Background: an optimization exercise with open tools, aiming at a short achievable clock period and few clock cycles per item. Do not read the settings as production practice.
Only simulation tests tie the RTL to the original design; equivalence was not proved.
Power and IR drop assume default switching activity.

==> flow/run.sh <==
#!/bin/bash
# synth_recipe.tcl (not shown) runs the flow's synth.tcl, then flattens the netlist and writes it again
# the make line also repeats each setting of config.mk as NAME=value (left out here)
make -C /OpenROAD-flow-scripts/flow DESIGN_CONFIG=/design/flow/config.mk WORK_HOME=/design/flow/orfs CLKGATE_MAP_FILE= SYNTH_SCRIPT=/design/flow/synth_recipe.tcl finish
==> flow/config.mk <==
export PLATFORM = sky130hd
export DESIGN_NAME = bilevel_run_length_encoder_unit
export DESIGN_NICKNAME = bilevel_run_length_encoder_unit
export VERILOG_FILES = /design/flow/design.v
export SDC_FILE = /design/flow/constraint.sdc
export NUM_CORES = 4
export LEC_CHECK = 0
export CAP_MARGIN = 20
export CORE_MARGIN = 2
export CORE_UTILIZATION = 35
export PLACE_DENSITY = 0.5
export SLEW_MARGIN = 20
==> flow/constraint.sdc <==
create_clock -name core_clock -period 8.0 [get_ports {i_clk}]
set_input_delay 1.6000 -clock core_clock [delete_from_list [all_inputs] [get_ports {i_clk}]]
set_output_delay 1.6000 -clock core_clock [all_outputs]
set_load 0.01 [all_outputs]
==> flow/design.v <==
`timescale 1ns / 1ps
`default_nettype none
package blre_pkg;
    localparam int MAX_WIDTH = 1024;
    localparam int COL_W     = $clog2(MAX_WIDTH);
    localparam int WID_W     = 13;
    localparam int HGT_W     = 15;
    localparam int CFG_W     = 15;
    localparam int CFG_IDX_W = 2;
    localparam int V_W       = 24;    
    localparam int N_W       = 9;     
    localparam int K_W       = 5;
    localparam int EV_DEPTH  = 8;     
    localparam int EV_AW     = $clog2(EV_DEPTH);
    localparam logic [CFG_IDX_W-1:0] CFG_IMAGE_WIDTH   = 2'd0;
    localparam logic [CFG_IDX_W-1:0] CFG_IMAGE_HEIGHT  = 2'd1;
    localparam logic [CFG_IDX_W-1:0] CFG_FILTER_ENABLE = 2'd2;
    typedef struct packed {
        logic           hdr;     
        logic           fbit;    
        logic           code;    
        logic [N_W-1:0] ones;    
        logic [V_W-1:0] val;     
        logic [N_W-1:0] nbits;   
        logic           pad;     
    } t_ev;
    localparam int EV_W = 4 + 2 * N_W + V_W;
endpackage
`default_nettype wire
`timescale 1ns / 1ps
`default_nettype none
module blre_ram #(
    parameter int DEPTH = 1024
) (
    input  wire logic                     i_clk,
    input  wire logic                     i_en,
    input  wire logic [$clog2(DEPTH)-1:0] i_pos,
    input  wire logic                     i_din,
    output logic                          o_dout
);
    logic [DEPTH-1:0] r_sr;
    always_ff @(posedge i_clk) begin
        if (i_en) begin
            for (int i = 0; i < DEPTH - 1; i++) begin
                r_sr[i] <= (i_pos == ($clog2(DEPTH))'(i)) ? i_din : r_sr[i+1];
            end
            r_sr[DEPTH-1] <= i_din;
        end
    end
    assign o_dout = r_sr[0];
endmodule
`default_nettype wire
`timescale 1ns / 1ps
`default_nettype none
import blre_pkg::*;
module blre_ctrl (
    input  wire logic                       i_clk,
    input  wire logic                       i_rst_n,
    input  wire logic [COL_W-1:0]           i_wm1,       
    input  wire logic [HGT_W-1:0]           i_hm1,       
    input  wire logic                       i_filt,
    input  wire logic                       i_in_valid,
    input  wire logic                       i_in_stall,
    input  wire logic                       i_pixel,
    output logic                            o_ev_vld,
    output blre_pkg::t_ev                   o_ev
);
    logic r0_v, r0_p;
    always_ff @(posedge i_clk) begin
        if (!i_rst_n) begin
            r0_v <= 1'b0;
        end else begin
            r0_v <= i_in_valid && !i_in_stall;
        end
        r0_p <= i_pixel;
    end
    logic [COL_W-1:0] r_col;
    logic [HGT_W-1:0] r_row;
    logic             r_first;
    logic             r_rownz;
    logic             above;
    logic             last_col, last_row;
    logic             r1_v, r1_f, r1_first, r1_last;
    blre_ram #(.DEPTH(MAX_WIDTH)) u_line (
        .i_clk  (i_clk),
        .i_en   (r0_v),
        .i_pos  (i_wm1),
        .i_din  (r0_p),
        .o_dout (above)
    );
    assign last_col = (r_col == i_wm1);
    assign last_row = (r_row == i_hm1);
    always_ff @(posedge i_clk) begin
        if (!i_rst_n) begin
            r_col   <= '0;
            r_row   <= '0;
            r_first <= 1'b1;
            r_rownz <= 1'b0;
            r1_v    <= 1'b0;
        end else begin
            r1_v <= r0_v;
            if (r0_v) begin
                r_first <= last_col && last_row;
                if (last_col) begin
                    r_col <= '0;
                    if (last_row) begin
                        r_row   <= '0;
                        r_rownz <= 1'b0;
                    end else begin
                        r_row   <= r_row + HGT_W'(1);
                        r_rownz <= 1'b1;
                    end
                end else begin
                    r_col <= r_col + COL_W'(1);
                end
            end
        end
    end
    always_ff @(posedge i_clk) begin
        r1_f     <= r0_p ^ (i_filt && r_rownz && above);
        r1_first <= r_first;
        r1_last  <= last_col && last_row;
    end
    logic             r_color;
    logic [V_W-1:0]   r_val, r_unit, r_mask;
    logic [K_W-1:0]   r_k;
    logic [N_W-1:0]   r_ones;     
    logic [N_W-1:0]   r_nb;       
    logic [N_W-1:0]   r_nbn;      
    logic             full;
    logic [V_W-1:0]   i_val, i_unit, i_mask;
    logic [K_W-1:0]   i_k;
    logic [N_W-1:0]   i_ones, i_nb, i_nbn;
    logic             differ;
    localparam logic [V_W-1:0] UNIT1 = {1'b1, {(V_W-1){1'b0}}};
    always_comb begin
        full = (r_val == (r_mask ^ r_unit));
        if (full) begin
            i_val  = '0;
            i_unit = {1'b0, r_unit[V_W-1:1]};
            i_mask = {1'b1, r_mask[V_W-1:1]};
            i_k    = r_k + K_W'(1);
            i_ones = r_nb;
            i_nb   = r_nbn;
            i_nbn  = r_nbn + N_W'(r_k) + N_W'(2);
        end else begin
            i_val  = r_val + r_unit;
            i_unit = r_unit;
            i_mask = r_mask;
            i_k    = r_k;
            i_ones = r_ones;
            i_nb   = r_nb;
            i_nbn  = r_nbn;
        end
        differ = (r1_f != r_color);
    end
    always_ff @(posedge i_clk) begin
        if (r1_v) begin
            if (r1_first || differ) begin
                r_color <= r1_f;
                r_val   <= '0;
                r_unit  <= UNIT1;
                r_mask  <= UNIT1;
                r_k     <= K_W'(1);
                r_ones  <= N_W'(0);
                r_nb    <= N_W'(1);
                r_nbn   <= N_W'(3);
            end else begin
                r_val   <= i_val;
                r_unit  <= i_unit;
                r_mask  <= i_mask;
                r_k     <= i_k;
                r_ones  <= i_ones;
                r_nb    <= i_nb;
                r_nbn   <= i_nbn;
            end
        end
    end
    always_comb begin
        o_ev_vld  = r1_v && (r1_first || r1_last || differ);
        o_ev.hdr  = r1_first;
        o_ev.fbit = r1_f;
        o_ev.pad  = r1_last;
        if (r1_first) begin
            o_ev.code  = r1_last;
            o_ev.ones  = N_W'(0);
            o_ev.val   = '0;
            o_ev.nbits = N_W'(1);
        end else if (differ) begin
            o_ev.code  = 1'b1;
            o_ev.ones  = r_ones;
            o_ev.val   = r_val;
            o_ev.nbits = r1_last ? r_nb + N_W'(1) : r_nb;
        end else begin
            o_ev.code  = 1'b1;
            o_ev.ones  = i_ones;
            o_ev.val   = i_val;
            o_ev.nbits = i_nb;
        end
    end
endmodule
`default_nettype wire
`timescale 1ns / 1ps
`default_nettype none
import blre_pkg::*;
module blre_pack (
    input  wire logic             i_clk,
    input  wire logic             i_rst_n,
    input  wire logic [10:0]      i_we,       
    input  wire logic [HGT_W-1:0] i_he,       
    input  wire logic             i_filt,
    input  wire logic             i_ev_vld,
    input  wire blre_pkg::t_ev    i_ev,
    output logic                  o_in_stall,
    output logic                  o_out_valid,
    input  wire logic             i_out_stall,
    output logic [7:0]            o_out_byte,
    output logic                  o_last_of_batch,
    output logic                  o_end_of_image
);
    logic [EV_W-1:0]  r_q [EV_DEPTH];
    logic [EV_AW-1:0] r_wp, r_rp;
    logic [EV_AW:0]   r_cnt;
    logic             pop;
    blre_pkg::t_ev    head;
    assign head = blre_pkg::t_ev'(r_q[r_rp]);
    always_ff @(posedge i_clk) begin
        if (i_ev_vld) begin
            r_q[r_wp] <= i_ev;
        end
    end
    always_ff @(posedge i_clk) begin
        if (!i_rst_n) begin
            r_wp       <= '0;
            r_rp       <= '0;
            r_cnt      <= '0;
            o_in_stall <= 1'b0;
        end else begin
            if (i_ev_vld) r_wp <= r_wp + EV_AW'(1);
            if (pop)      r_rp <= r_rp + EV_AW'(1);
            r_cnt      <= r_cnt + (EV_AW+1)'(i_ev_vld) - (EV_AW+1)'(pop);
            o_in_stall <= (r_cnt >= (EV_AW+1)'(EV_DEPTH - 4));
        end
    end
    logic             r_busy;
    logic             r_hdr;
    logic [2:0]       r_hcnt;
    logic             r_code;
    logic             r_fbit;
    logic [N_W-1:0]   r_ones;
    logic [V_W-1:0]   r_val;
    logic [N_W-1:0]   r_nb;
    logic             r_pad;
    logic [2:0]       r_fill;
    logic [7:0]       r_acc;
    logic             r_sv;        
    logic             go;
    logic             done;
    logic             push;
    logic [7:0]       p_byte;
    logic             p_last, p_eoi;
    logic [7:0]       hbyte;
    logic [3:0]       avail;
    logic             take_all;
    logic [3:0]       t;
    logic [7:0]       win;
    logic [7:0]       accn;
    logic             complete;
    logic [3:0]       oused;
    logic [3:0]       vsh;
    always_comb begin
        case (r_hcnt)
            3'd0:    hbyte = 8'hBB;
            3'd1:    hbyte = 8'hAD;
            3'd2:    hbyte = {5'b00000, i_we[10:8]};
            3'd3:    hbyte = i_we[7:0];
            3'd4:    hbyte = {1'b0, i_he[14:8]};
            3'd5:    hbyte = i_he[7:0];
            default: hbyte = {6'b000000, i_filt, r_fbit};
        endcase
        avail    = 4'd8 - {1'b0, r_fill};
        take_all = (r_nb <= N_W'(avail));
        t        = take_all ? r_nb[3:0] : avail;
        if (r_ones >= N_W'(8)) begin
            win = 8'hFF;
        end else begin
            win = ~(8'hFF >> r_ones[2:0]) | (r_val[V_W-1 -: 8] >> r_ones[2:0]);
        end
        accn     = r_acc | (win >> r_fill);
        complete = !take_all || (r_nb == N_W'(avail)) || r_pad;
        oused    = (r_ones >= N_W'(t)) ? t : r_ones[3:0];
        vsh      = t - oused;
        go     = r_busy && !r_sv;
        done   = 1'b0;
        push   = 1'b0;
        p_byte = hbyte;
        p_last = 1'b0;
        p_eoi  = 1'b0;
        if (go) begin
            if (r_hdr) begin
                push   = 1'b1;
                p_byte = hbyte;
                p_last = (r_hcnt == 3'd6) && !r_code;
                done   = (r_hcnt == 3'd6) && !r_code;
            end else begin
                push   = complete;
                p_byte = accn;
                p_last = r_pad ? take_all : (take_all || (r_nb < N_W'(avail) + N_W'(8)));
                p_eoi  = r_pad && take_all;
                done   = take_all;
            end
        end
        pop = (!r_busy || done) && (r_cnt != '0);
    end
    always_ff @(posedge i_clk) begin
        if (!i_rst_n) begin
            r_busy <= 1'b0;
            r_fill <= '0;
            r_acc  <= '0;
        end else begin
            if (go && !r_hdr) begin
                if (complete) begin
                    r_fill <= '0;
                    r_acc  <= '0;
                end else begin
                    r_fill <= r_fill + t[2:0];
                    r_acc  <= accn;
                end
            end
            if (pop) begin
                r_busy <= 1'b1;
            end else if (done) begin
                r_busy <= 1'b0;
            end
        end
    end
    always_ff @(posedge i_clk) begin
        if (pop) begin
            r_hdr  <= head.hdr;
            r_hcnt <= '0;
            r_code <= head.code;
            r_fbit <= head.fbit;
            r_ones <= head.ones;
            r_val  <= head.val;
            r_nb   <= head.nbits;
            r_pad  <= head.pad;
        end else if (go) begin
            if (r_hdr) begin
                r_hcnt <= r_hcnt + 3'd1;
                if (r_hcnt == 3'd6) begin
                    r_hdr <= 1'b0;
                end
            end else begin
                r_nb   <= r_nb - N_W'(t);
                r_ones <= r_ones - N_W'(oused);
                r_val  <= r_val << vsh;
            end
        end
    end
    logic       r_ov, r_ol, r_oe;
    logic [7:0] r_ob;
    logic       r_sl, r_se;
    logic [7:0] r_sb;
    always_ff @(posedge i_clk) begin
        if (!i_rst_n) begin
            r_ov <= 1'b0;
            r_sv <= 1'b0;
        end else if (!r_ov || !i_out_stall) begin
            if (r_sv) begin
                r_ov <= 1'b1;
                r_sv <= 1'b0;
            end else begin
                r_ov <= push;
            end
        end else if (push) begin
            r_sv <= 1'b1;
        end
    end
    always_ff @(posedge i_clk) begin
        if (!r_ov || !i_out_stall) begin
            if (r_sv) begin
                r_ob <= r_sb;
                r_ol <= r_sl;
                r_oe <= r_se;
            end else begin
                r_ob <= p_byte;
                r_ol <= p_last;
                r_oe <= p_eoi;
            end
        end
        if (push) begin
            r_sb <= p_byte;
            r_sl <= p_last;
            r_se <= p_eoi;
        end
    end
    assign o_out_valid     = r_ov;
    assign o_out_byte      = r_ob;
    assign o_last_of_batch = r_ol;
    assign o_end_of_image  = r_oe;
endmodule
`default_nettype wire
`timescale 1ns / 1ps
`default_nettype none
import blre_pkg::*;
module bilevel_run_length_encoder_unit (
    input  wire logic                             i_clk,
    input  wire logic                             i_rst_n,
    input  wire logic                             i_cfg_we,
    input  wire logic [blre_pkg::CFG_IDX_W-1:0]   i_cfg_idx,
    input  wire logic [blre_pkg::CFG_W-1:0]       i_cfg_data,
    input  wire logic                             i_in_valid,
    output logic                                  o_in_stall,
    input  wire logic                             i_pixel,
    output logic                                  o_out_valid,
    input  wire logic                             i_out_stall,
    output logic [7:0]                            o_out_byte,
    output logic                                  o_last_of_batch,
    output logic                                  o_end_of_image
);
    logic [WID_W-1:0] r_w;
    logic [HGT_W-1:0] r_h;
    logic             r_f;
    logic [10:0]      r_we;
    logic [COL_W-1:0] r_wm1;
    logic [HGT_W-1:0] r_he;
    logic [HGT_W-1:0] r_hm1;
    logic             ev_vld;
    blre_pkg::t_ev    ev;
    always_ff @(posedge i_clk) begin
        if (!i_rst_n) begin
            r_w <= WID_W'(1);
            r_h <= HGT_W'(1);
            r_f <= 1'b0;
        end else if (i_cfg_we) begin
            case (i_cfg_idx)
                CFG_IMAGE_WIDTH:   r_w <= i_cfg_data[WID_W-1:0];
                CFG_IMAGE_HEIGHT:  r_h <= i_cfg_data[HGT_W-1:0];
                CFG_FILTER_ENABLE: r_f <= i_cfg_data[0];
                default: ;
            endcase
        end
    end
    always_ff @(posedge i_clk) begin
        if (r_w == '0) begin
            r_we  <= 11'd1;
            r_wm1 <= '0;
        end else if (r_w > WID_W'(MAX_WIDTH)) begin
            r_we  <= 11'(MAX_WIDTH);
            r_wm1 <= COL_W'(MAX_WIDTH - 1);
        end else begin
            r_we  <= r_w[10:0];
            r_wm1 <= COL_W'(r_w - WID_W'(1));
        end
        if (r_h == '0) begin
            r_he  <= HGT_W'(1);
            r_hm1 <= '0;
        end else begin
            r_he  <= r_h;
            r_hm1 <= r_h - HGT_W'(1);
        end
    end
    blre_ctrl u_ctrl (
        .i_clk      (i_clk),
        .i_rst_n    (i_rst_n),
        .i_wm1      (r_wm1),
        .i_hm1      (r_hm1),
        .i_filt     (r_f),
        .i_in_valid (i_in_valid),
        .i_in_stall (o_in_stall),
        .i_pixel    (i_pixel),
        .o_ev_vld   (ev_vld),
        .o_ev       (ev)
    );
    blre_pack u_pack (
        .i_clk           (i_clk),
        .i_rst_n         (i_rst_n),
        .i_we            (r_we),
        .i_he            (r_he),
        .i_filt          (r_f),
        .i_ev_vld        (ev_vld),
        .i_ev            (ev),
        .o_in_stall      (o_in_stall),
        .o_out_valid     (o_out_valid),
        .i_out_stall     (i_out_stall),
        .o_out_byte      (o_out_byte),
        .o_last_of_batch (o_last_of_batch),
        .o_end_of_image  (o_end_of_image)
    );
endmodule
`default_nettype wire
==> results.cfg, run 1 <==
[clocking]
numCtsBuffers = 187
htree_levels = 4
cts_tree = yes
cts.sinks = 1706
clockRootBuffer = clkbuf_16
post_cts_buffers = 0
clk_pin_slew_ns = 0.06
cts.path.max_buffers = 3
clock_latency_ns = 0.84

[yosys]
synth-adder-area-share_pct = 1.24
synthMuxAreaShare_pct = 18.3
yosys.area_share.simple_pct = 10.5
async_flop_share_pct = 0
ys_warn_count = 4
ys_seq_area_share_pct = 61.9
synth-compound-area-share_pct = 3.94
synthXorXnorAreaFrac_pct = 1.77
synthesis.area_mm2 = 0.0804
ys_seq_elements = 1706
synthCells = 6097
avgSynthCellArea_um2 = 13.2
synth_top_family_by_area = multiplexers
synthesis.nets = 6197
synth_edf_count = 1562
synthFlopType = edfxtp_1
synth_cell_types = 93

[sta]
finalMaxSlewViolations = 0
rsz0062_at_grt = no
finalCritPeriodShare_pct = 90.2
fin_crit_ns = 7.22
max_slew.worst_pin.slew_ns = 1.16
finalSetupViolCount = 0
relSlewSlack_pct = 22.0
timing.fmax_mhz = 139
hold_viol = 0
finClkSkew_ns = 0.0355

[worst_setup_path]
critPathMaxStageDelay_ns = 0.46
worstPathRequired_ns = 8.48
rrSetupSlack_ns = 0.78
critPathMaxFanout = 21
worst_setup_path_start_kind = flop
worstSetupEndpointType = flop
timing.rr.start = u_pack.r_fill[1]
r2r_end = u_pack.r_val[23]
critPathKind = reg2reg
cpMaxStageDelayCell = a211o_4
cp-startpoint = u_pack.r_fill[1]
rr_worst_depth = 29
arrival_ns = 7.70

[route]
drt_wl_total_um = 198000
drt_iter0_drc = 3565
viasPerCell = 5.09
avgRoutedWirePerCell_um = 21.5
dr.pass1.iters = 6
routed-via-count = 46800
antenna_left = 0
drcViolationCount = 0

[power_and_ir_drop]
power_switching_share_pct = 28.3
p_leak_nw = 28.9
pwr-share-comb_pct = 18.0
sequentialPowerShare_pct = 46.1
power_density_mw_per_mm2 = 271
ir_drop_v = 0.000183
p_int_mw = 17.5
power_frac_clock_pct = 35.9
p_switching_mw = 6.90
power_mw = 24.4

[floorplan]
io_pins = 35
core_mm2 = 0.228
initial_utilization_pct = 35.3
rows = 175
die_area_mm2 = 0.234
chipHeight_um = 483
die_x_um = 483

[global_route]
grt_use_total_pct = 16.7
grt_pass1_vias = 47900
grt_pass1_wl_um = 303000
grt_antenna_before_repair = 5
grt-ovfl-total = 0
grt_max_degree = 279

[finish]
fin_nets = 6110
utilization_pct = 39.5
n_fill_cell = 21300
drive_above_1_share_pct = 25.8
synthToLayoutAreaGrowth_pct = 12.1
final_cells = 9180

[hold_path]
min_from = u_ctrl.r_first
hold_path_end = u_ctrl.r1_first
hold_path.class = reg2reg
hold_depth = 0

[placed_design]
globalplace.congestion = 0.793
hpwl_um = 111000
placed_cells = 8828
port_buffers = 34

[status]
status = complete, no violations

[job]
drv_cap = 0
-- area by class of cell --
cell class | count | area (um2) | area share, %
antenna | 2 | 5.00 | 0.00555
clock buffer | 233 | 4990 | 5.53
clock inverter | 115 | 1160 | 1.28
inverter | 55 | 206 | 0.229
multi-input combinational | 3926 | 29000 | 32.1
sequential | 1706 | 49800 | 55.3
tap | 3009 | 3760 | 4.18
timing repair buffer | 134 | 1260 | 1.39
-- routing by layer --
metal  GRT usage (%)  vias to the layer above  share of wire, %  wire, um
li1                -                    22200                 -         -
met1            23.4                    23700                47     93800
met2            27.0                      685                47     92800
met3            2.62                      251               3.4      6790
met4            4.31                        0               2.2      4310
met5               0                        -                 0         0
-- cells in the mapped netlist, drive strengths merged (5+ instances only) --
cell	n	area, um2
edfxtp	1562	46900
mux2	1049	11800
nand2	1047	3930
nor2	582	2190
clkbuf	333	1310
dfxtp	144	2880
a21oi	129	646
mux4	99	2230
xor2	87	762
buf	77	339
xnor2	73	658
ha	72	901
nand3	70	350
mux2i	68	693
o21ai	67	335
and2	66	413
nor2b	54	338
inv	52	195
a21o	48	362
a211oi	42	325
o22ai	32	200
nor3	31	171
a31oi	27	169
or3	25	161
nand4	24	150
nand2b	23	144
and3	17	106
nor4	17	128
o21a	13	97.6
a211o	12	114
nand3b	12	90.1
a22oi	11	82.6
a221oi	8	76.3
a2bb2oi	8	82.6
o211ai	8	60.1
or2	8	50.1
a22o	7	61.3
o22a	7	61.3
nor3b	6	45.0
o21bai	6	45.0
fa	5	100
o31ai	5	37.5
o32a	5	50.1
-- kinds of logic after synthesis --
| kind of cell | Yosys count |
|---|---|
| AO/OA/AOI/OAI | 473 |
| XOR/XNOR | 160 |
| adder cells (fa/ha/maj) | 77 |
| buffers and inverters | 465 |
| flip-flops | 1706 |
| multiplexers | 1216 |
| AND/OR/NAND/NOR | 2000 |
-- cells in the final DEF, fill, tap and decap left out, types with 13 or more instances in the layout --
| cell | count |
|---|---|
| mux4_2 | 99 |
| xnor2_1 | 72 |
| clkbuf_1 | 38 |
| inv_1 | 52 |
| xor2_1 | 87 |
| nor2_1 | 574 |
| buf_4 | 88 |
| nor3_1 | 25 |
| mux2i_1 | 67 |
| nor4_1 | 14 |
| ha_1 | 71 |
| nor2b_1 | 49 |
| o22ai_1 | 32 |
| mux2_2 | 1049 |
| nand3_1 | 66 |
| a211oi_1 | 40 |
| dfxtp_1 | 138 |
| bufinv_16 | 20 |
| o21a_1 | 13 |
| clkdlybuf4s50_1 | 34 |
| edfxtp_1 | 1562 |
| and3_1 | 17 |
| or3_1 | 24 |
| nand2_1 | 1041 |
| o21ai_0 | 58 |
| a21oi_1 | 126 |
| clkinv_1 | 46 |
| clkinv_2 | 32 |
| a31oi_1 | 27 |
| nand4_1 | 24 |
| a21o_1 | 47 |
| and2_1 | 65 |
| nand2b_1 | 21 |
| clkbuf_16 | 192 |
-- sequential cells by signal (all words and copies together), names as in the netlist, 23 cells and up, named ones only --
name,flops
u_ctrl.u_line.r_sr,1024
u_pack.r_val,24
u_ctrl.r_val,24
u_ctrl.r_unit,24
u_pack.r_q,368
u_ctrl.r_mask,23
-- metrics by stage --
stage	TNS, ns	hold slack (ns)	setup WS, ns	cell area [um2]
floorplan	-8.80	0.331	-0.481	80400
global placement	0	0.337	0.600	83900
detailed placement	0	0.343	0.569	83900
CTS	0	0.359	0.552	90100
global route	0	0.364	0.108	90100
finish	0	0.359	0.781	90100
-- power by group through the flow --
| stage | Sequential, mW | Clock, mW | Combinational [mW] |
|---|---|---|---|
| finish | 11.2 | 8.76 | 4.40 |
| CTS | 11.3 | 9.01 | 4.46 |
| global placement | 11.4 | 0 | 4.42 |
| global route | 11.3 | 9.38 | 4.84 |
| detailed placement | 11.4 | 0 | 4.44 |
| floorplan | 11.5 | 0 | 3.04 |
-- how the worst max path moves through the flow --
stage | cells after the start | to | slack [ns]
after floorplan | 5 | u_ctrl.r_row[14] | -0.48
after global placement | 29 | u_pack.r_val[7] | 0.60
after detailed placement | 29 | u_pack.r_val[12] | 0.57
after CTS | 26 | u_pack.r_val[12] | 0.55
after global routing | 30 | u_pack.r_val[14] | 0.11
final | 29 | u_pack.r_val[23] | 0.78
-- worst max-delay path: cells and delay by family (launching register included) --
kind,cells,cell delay (ns)
flops,1,0.45
mux,1,0.40
xor+xnor,1,0.27
compound gates,10,2.43
fa+ha+maj,5,1.51
simple gates,6,0.76
buf+inv,6,1.08
-- repair_timing --
item	CTS	global route
endpoints found under the setup margin	0	11
hold endpoints to repair	0	0
hold buffers	0	0
gates resized for setup	0	5
Testbench counts, summed over its fixed seeds: cycles 86,982, pixels 86,579.
==> run 2: changes to the inputs <==
--- a/flow/config.mk
+++ b/flow/config.mk
@@ -10,3 +10,4 @@
 export CORE_UTILIZATION = 35
 export PLACE_DENSITY = 0.5
+export SETUP_SLACK_MARGIN = 5.0
 export SLEW_MARGIN = 20
==> results.cfg, run 2 <==
[status]
status = complete, no violations

[route]
avgRoutedWirePerCell_um = 21.8
dr.pass1.iters = 5
antenna_left = 0
drt_iter0_drc = 3664
routed-via-count = 47800
drcViolationCount = 0
viasPerCell = 5.14
drt_wl_total_um = 203000

[floorplan]
io_pins = 35
rows = 175
core_mm2 = 0.228
chipHeight_um = 483
initial_utilization_pct = 35.3
die_x_um = 483
die_area_mm2 = 0.234

[yosys]
synth_top_family_by_area = multiplexers
synthFlopType = edfxtp_1
synth-adder-area-share_pct = 1.24
synthMuxAreaShare_pct = 18.3
ys_seq_elements = 1706
synth_top_area_cell = edfxtp_1
avgSynthCellArea_um2 = 13.2
synthCells = 6097
synth_cell_types = 93
async_flop_share_pct = 0
synthesis.nets = 6197
synth_edf_count = 1562
synthesis.area_mm2 = 0.0804
yosys.area_share.simple_pct = 10.5
synth.top_cells.by_count = 1562 x edfxtp_1, 1049 x mux2_2, 1046 x nand2_1
synth.area.top_cells = edfxtp_1 58%, mux2_2 15%, nand2_1 4.9%
synth_top_area_share_pct = 58.3
synth.most_common_cell = edfxtp_1
ys_warn_count = 4
synth-compound-area-share_pct = 3.94
ys_seq_area_share_pct = 61.9
synthXorXnorAreaFrac_pct = 1.77

[worst_setup_path]
worst_setup_path_start_kind = flop
critPathMaxFanout = 8
worstSetupEndpointType = flop
worstPathRequired_ns = 8.56
critPathKind = reg2reg
arrival_ns = 5.95

[finish]
largest_reg_flops = 1024
utilization_pct = 40.9
drive_above_1_share_pct = 30.9
regMostFlops = u_ctrl.u_line.r_sr
final_cell_mix = 1562 x edfxtp_1, 1041 x mux2_2, 1029 x nand2_1, 554 x nor2_1, 194 x clkbuf_16
mostFrequentLayoutCell = edfxtp_1
reg_top3 = u_ctrl.u_line.r_sr: 1024 flops, u_pack.r_q: 368 flops
fin_nets = 6249
final_cells = 9309
final_area_mm2 = 0.0931
synthToLayoutAreaGrowth_pct = 15.8

[global_route]
grt_max_degree = 229
grt_use_total_pct = 16.8
grt_pass1_wl_um = 306000
grt_pass1_vias = 48200
grt-ovfl-total = 0
grt_antenna_before_repair = 4

[power_and_ir_drop]
pwr-share-comb_pct = 23.3
power_mw = 25.7
p_switching_mw = 7.44
power_density_mw_per_mm2 = 276
power_frac_clock_pct = 33.1
p_leak_nw = 30.0
p_int_mw = 18.3
power_switching_share_pct = 28.9
ir_drop_v = 0.000176
sequentialPowerShare_pct = 43.6

[clocking]
clockRootBuffer = clkbuf_16
clk_pin_slew_ns = 0.06
cts_tree = yes
cts.sinks = 1706
clock_latency_ns = 0.83
numCtsBuffers = 186
htree_levels = 4
cts.path.max_buffers = 3

[sta]
relSlewSlack_pct = 16.7
fin_hold_ws_ns = 0.354
postLayoutSetupSlackWorst_ns = 2.61
timing.fmax_mhz = 186
max_slew.worst_pin.slew_ns = 1.25
finalSetupViolCount = 0
finalCritPeriodShare_pct = 67.3
finClkSkew_ns = 0.0298
fin_crit_ns = 5.39
finalMaxSlewViolations = 0
hold_viol = 0
fin_tns_setup_ns = 0
rsz0062_at_grt = yes

[hold_path]
hold_path.class = reg2reg

[placed_design]
globalplace.congestion = 0.804
placed_cells = 8817
pre_cts_ws_ns = 0.561
hpwl_um = 110000
port_buffers = 34
place_area_mm2 = 0.0839

[job]
drv_cap = 0
[run 2: cell count changes in the layout (fill, tap and decap cells not counted), sizes merged]
cell | before | now
bufbuf | 0 | 2
buf | 100 | 245
diode | 2 | 3
inv | 60 | 63
bufinv | 20 | 16
clkinv | 86 | 67
clkdlybuf4s50 | 34 | 22
nand2 | 1047 | 1049
clkbuf | 233 | 243
clkinvlp | 4 | 5
[run 2: worst paths after layout]
path / cells after the start / slack, ns / from / end
hold / removal: 0 / 0.35 / u_ctrl.r_first / u_ctrl.r1_first
hold reg to reg: 0 / 0.35 / u_ctrl.r_first / u_ctrl.r1_first
setup reg to reg: 23 / 2.61 / u_pack.r_fill[1] / u_pack.r_val[18]
setup / recovery: 23 / 2.61 / u_pack.r_fill[1] / u_pack.r_val[18]
[run 2: cell type report]
| cell class | count | area [um2] |
|---|---|---|
| diodes | 3 | 7.51 |
| clock buffers | 240 | 5010 |
| clock inverters | 96 | 908 |
| fillers | 21000 | 135000 |
| inverters | 55 | 241 |
| multi-input cells | 3928 | 30400 |
| flip-flops and latches | 1706 | 49800 |
| well taps | 3009 | 3760 |
| repair buffers | 272 | 2920 |
[run 2: worst max-delay path, stage by stage, from the launching register on]
cell	delay, ns
dfxtp_4	0.36
buf_6	0.12
or3_4	0.40
ha_4	0.29
nand4_1	0.19
a211o_4	0.42
nor2_4	0.15
nor2_2	0.07
a21oi_4	0.13
inv_2	0.08
ha_4	0.21
nand2b_4	0.14
a211oi_4	0.29
o21ai_2	0.13
a21oi_2	0.23
ha_4	0.18
inv_4	0.04
ha_4	0.29
buf_8	0.15
mux4_2	0.56
mux2_2	0.28
o32a_1	0.19
a21oi_2	0.16
a221oi_2	0.07
[run 2: routing by layer]
layer / global-route usage [%] / vias to the layer above / wire length [um]
li1: - / 22400 / -
met1: 23.6 / 24400 / 94900
met2: 27.5 / 821 / 96600
met3: 2.04 / 271 / 7310
met4: 4.17 / 0 / 3940
met5: 0 / - / 0
[run 2: cell families (layout without fill, tap and decap cells)]
kind of cell,count (synthesis),after routing
and+or+nand+nor,2000,2002
DFF,1706,1706
muxes,1216,1216
AOI/OAI and AO/OA,473,473
buffers and inverters,465,663
xor gates and xnor gates,160,160
adders and majority gates,77,77
other,0,3
[run 2: power groups by stage]
stage | Sequential (mW) | Combinational (mW) | Clock (mW)
after global placement | 11.4 | 4.44 | 0
after global routing | 11.3 | 6.44 | 9.10
after detailed placement | 11.4 | 4.46 | 0
after floorplan | 11.5 | 3.06 | 0
after CTS | 11.2 | 5.49 | 8.76
final | 11.2 | 5.99 | 8.52
[run 2: what timing repair did]
| item | CTS | global route |
|---|---|---|
| endpoints found under the setup margin | 1241 | 782 |
| buffers inserted | 86 | 47 |
| pin swaps | 58 | 88 |
| hold buffers | 0 | 0 |
| gates cloned | 14 | 5 |
| resized for setup | 312 | 169 |

## port drivers added, routing unchanged
The results above use ideal ports. As a check the final layouts listed here were re-extracted and re-timed, cells and wires unchanged. Step 1 assumes that a clkbuf_16 drives the clock port and a buf_2 every other input. Step 2, shift: input delay + t, output delay - t, t = (earliest + latest rising clock arrival at the registers) / 2. This alone moves slack from input paths to output paths. Slacks: ideal ports / drivers / drivers and shift; pairs: ideal ports / drivers.
| run | shift t [ns] | setup WS [ns] | worst hold slack (ns) | worst slew at a driven data input, ns | pins driven straight from the clock port |
|---|---|---|---|---|---|
| run 1 | 0.905 | 0.781 / 0.781 / 0.781 | 0.359 / 0.359 / 0.359 | 0.08 | 1 |
| run 2 | 0.900 | 2.612 / 2.612 / 2.612 | 0.354 / 0.354 / 0.354 | 0.07 | 1 |
After both steps setup and hold are still met in every run listed.
